Background: an optimization exercise with open tools, aiming at a short achievable clock period and few clock cycles. Do not read the settings as production practice.
The RTL was checked by simulation tests, not by an equivalence proof against the original design.

== lane 1 ==
Design proc, start of the top module:
module proc (
	input  logic             clk,
	input  logic             rstN,
	input  procPkg::word_t   imemData,
	output procPkg::word_t   imemAddr,
	output logic             commitValid,
	output procPkg::regIdx_t commitReg,
	output procPkg::word_t   commitData,
	output logic             halted,
	output logic             err
);
Settings: LEC_CHECK=0, ABC_CLOCK_PERIOD_IN_PS=2500, CAP_MARGIN=20, CORE_MARGIN=2, CORE_UTILIZATION=45, PLACE_DENSITY=0.6, SETUP_SLACK_MARGIN=5, SLEW_MARGIN=20; clock period 8.0 ns.
run.sh (not shown) runs the stock make flow with config.mk's settings and CLKGATE_MAP_FILE= SYNTH_SCRIPT=/design/flow/synth_recipe.tcl, a recipe that flattens the netlist after the stock synthesis.
Lane 1 | ERROR | global routing
Testbench counts of lane 1, summed over its fixed seeds: cycles 172,317.
Relative to lane 1, the following input files were edited for lane 2:
--- a/flow/design.v
+++ b/flow/design.v
@@ -114,19 +114,18 @@
 	logic        exBFwdM, exBFwdW, exBReg;
 	logic        exSFwdM, exSFwdW, exSReg;
 	logic [15:0] exBrTgt;
 	logic [15:0] fA, fB, fS, bIn, sum, aluOut;
 	logic        exRedirect;
 	logic        memRegWrite, memLoad, memStore, memHalt, memIll;
 	logic [2:0]  memDest;
 	logic [15:0] memRes;
-	logic [255:0] memSel;
+	logic [7:0]  memAddr;
 	logic [15:0] memSD;
-	logic [15:0] loadData;
 	logic [15:0] dmem [256];
 	always_ff @(posedge clk) begin
 		if (!rstN) begin
 			pc <= '0;
 		end else if (exRedirect) begin
 			pc <= exBrTgt;
 		end else if (stall) begin
 			pc <= pc;
@@ -307,45 +306,35 @@
 		end
 	end
 	always_ff @(posedge clk) begin
 		memDest <= exDest;
 		memRes  <= aluOut;
 	end
 	always_ff @(posedge clk) begin
 		if (exLoad || exStore) begin
-			for (int i = 0; i < 256; i++) begin
-				memSel[i] <= sum[7:0] == 8'(i);
-			end
-			memSD <= fS;
+			memAddr <= sum[7:0];
+			memSD   <= fS;
 		end
 	end
 	always_ff @(posedge clk) begin
-		for (int i = 0; i < 256; i++) begin
-			if (memStore && memSel[i]) begin
-				dmem[i] <= memSD;
-			end
-		end
-	end
-	always_comb begin
-		loadData = '0;
-		for (int i = 0; i < 256; i++) begin
-			loadData = loadData | ({16{memSel[i]}} & dmem[i]);
+		if (memStore) begin
+			dmem[memAddr] <= memSD;
 		end
 	end
 	always_ff @(posedge clk) begin
 		if (!rstN) begin
 			commitValid <= 1'b0;
 		end else begin
 			commitValid <= memRegWrite;
 		end
 	end
 	always_ff @(posedge clk) begin
 		commitReg  <= memDest;
-		commitData <= memLoad ? loadData : memRes;
+		commitData <= memLoad ? dmem[memAddr] : memRes;
 	end
 	always_ff @(posedge clk) begin
 		if (!rstN) begin
 			halted <= 1'b0;
 		end else if (memHalt) begin
 			halted <= 1'b1;
 		end
 	end
### Flow results
No stage failed in lane 2, and the final checks on the layout all came back clean.
Summary of lane 2 over lane 1: cell area after technology mapping shows an increase of 0.69%, synthesized cell count shows a reduction of 1,666.
Lane 2 vs. lane 1: area of placed instances has decreased, starting density of the core flat.
The routability-driven placement congestion ratio in lane 2 sits about 30% below the value recorded for lane 1.
What lane 2 reported for number of clock sinks seen by CTS has to be multiplied by 1.05 to get the figure for lane 1.
Vertical die dimension, lane 2 vs lane 1: up slightly
Summary of the comparison: number of enable flip-flop cells after synthesis is lower in lane 2, relative to lane 1.
Testbench counts of lane 2, summed over its fixed seeds: cycles 172,317.

--- another note on this design; it stands on its own ---

== alpha ==
## proc
module proc (
	input  logic             clk,
	input  logic             rstN,
	input  procPkg::word_t   imemData,
	output procPkg::word_t   imemAddr,
	output logic             commitValid,
	output procPkg::regIdx_t commitReg,
	output procPkg::word_t   commitData,
	output logic             halted,
	output logic             err
);
clock: 8.0 ns
lec_check: 0
abc_clock_period_in_ps: 2500
cap_margin: 20
core_margin: 2
core_utilization: 45
place_density: 0.6
setup_slack_margin: 5
slew_margin: 20
standard.sh (not shown) runs the stock make flow with config.mk's settings and CLKGATE_MAP_FILE= SYNTH_SCRIPT=/design/flow/synth_recipe.tcl, a recipe that flattens the netlist after the stock synthesis.
==> flow/flow/run.sh <==
#!/bin/bash
# The standard layout (the standard.sh, standard synthesis unchanged), with two
# placement/sizing options changed:
# - ports are buffered with buf_4 instead of the cell buffer_ports picks by itself;
# - timing repair may resize a cell to one with another footprint.
# Each run's full output goes to a log in this folder; ORFS keeps its step logs
# under orfs/logs.
set -euo pipefail
bash standard.sh \
  "MATCH_CELL_FOOTPRINT=0" \
  "BUFFER_PORTS_ARGS=-buffer_cell sky130_fd_sc_hd__buf_4" \
  finish > orfs_make.log 2>&1
Testbench counts of alpha, summed over its fixed seeds: cycles 170,899.
Changes in beta relative to alpha:
Settings: PLACE_DENSITY: 0.6 -> 0.8.
==> flow/run.sh (new file) <==
#!/bin/bash
# synth_recipe.tcl (not shown) runs the flow's synth.tcl, then flattens the netlist and writes it again
# the make line also repeats each setting of config.mk as NAME=value (left out here)
make -C /OpenROAD-flow-scripts/flow DESIGN_CONFIG=/design/flow/config.mk WORK_HOME=/design/flow/orfs CLKGATE_MAP_FILE= SYNTH_SCRIPT=/design/flow/synth_recipe.tcl finish
removed: flow/flow/run.sh
removed: flow/standard.sh
[summary]
- Per the final summary, beta finished and its layout is clean on timing, DRC and antenna.
- In the metrics for beta and alpha, the one carrying the higher sum of routed wire segments on met1 is alpha.
- The run showing the greater cell count is alpha.
- alpha has higher routed wire length than beta.

* * *

== exp/umber ==
Starting RTL as in the previous note.
clock: 8.0 ns
lec_check: 0
abc_clock_period_in_ps: 2500
cap_margin: 20
core_margin: 2
core_utilization: 45
place_density: 0.6
setup_slack_margin: 5
slew_margin: 20
run.sh (not shown) runs the stock make flow with config.mk's settings and CLKGATE_MAP_FILE= SYNTH_SCRIPT=/design/flow/synth_recipe.tcl, a recipe that flattens the netlist after the stock synthesis.
Stock flow here: none of the scripts above is used.
Testbench counts of exp/umber, summed over its fixed seeds: cycles 170,899.
Inputs modified between exp/umber and exp/amber:
- swapping 45 for 55 in CORE_UTILIZATION
- swapping 0.6 for 0.72 in PLACE_DENSITY
Notes after the runs:
Higher slew at the pin closest to its max-slew limit was reported by exp/umber, not exp/amber.
Re cell area reported after detailed placement: exp/umber and exp/amber aren't equal, and the lower value belongs to exp/amber.
Result: PASS for each of exp/umber and exp/amber
Time the worst path needs with I/O delays and setup: exp/amber better than exp/umber
Across both runs, cell area was lower for exp/amber than for exp/umber.
Sort exp/umber and exp/amber by final wirelength asc -> top: exp/amber
Diff exp/umber..exp/amber | synthesized net count | unchanged
Comparing exp/umber and exp/amber, the lower number of optimization iterations in the first detailed-route pass was measured on exp/amber.
From exp/umber to exp/amber the numbers moved as follows: met2 usage now larger; die boundary height lost about 9%; sequential share of layout area rose 0.65 points; delay of the slowest cell on the worst path lower.

afterwards: timing with drivers on the ports:
How much do the figures lean on ideal ports? The routed layouts below were timed once more, with nothing changed but the port constraints.
Step 1 sets driving cells, clkbuf_16 on the clock port and buf_2 on the other inputs (assumed; they add their load-dependent delay and slew).
Step 2 moves the port delays by t, midway between the first and last clock arrival at a register: inputs arrive t later, outputs are due t later. That takes back most of the time a late clock gives input paths.
Slacks: ideal ports / drivers / drivers and shift; pairs: ideal ports / drivers.
run | shift t [ns] | slack for setup (ns) | worst hold slack (ns) | latest minus earliest clock arrival (ns) | slew at the worst register clock pin (ns)
lane 2 | 1.089 | 4.480 / 4.480 / 4.159 | 0.412 / 0.412 / 0.412 | 0.107 / 0.106 | 0.07 / 0.07
alpha | 1.101 | 4.787 / 4.677 / 3.962 | 0.443 / 0.443 / 0.443 | 0.058 / 0.057 | 0.07 / 0.07
beta | 1.030 | 4.753 / 4.735 / 4.005 | 0.434 / 0.434 / 0.434 | 0.079 / 0.079 | 0.07 / 0.07
exp/umber | 1.103 | 4.716 / 4.683 / 3.936 | 0.441 / 0.441 / 0.441 | 0.131 / 0.131 | 0.07 / 0.07
exp/amber | 1.099 | 4.801 / 4.691 / 3.772 | 0.448 / 0.448 / 0.448 | 0.059 / 0.059 | 0.07 / 0.07
After both steps every run listed still meets setup and hold. For exp/amber, which loses most, drivers alone change the setup slack by -0.110 ns; drivers and shift together by -1.029 ns.
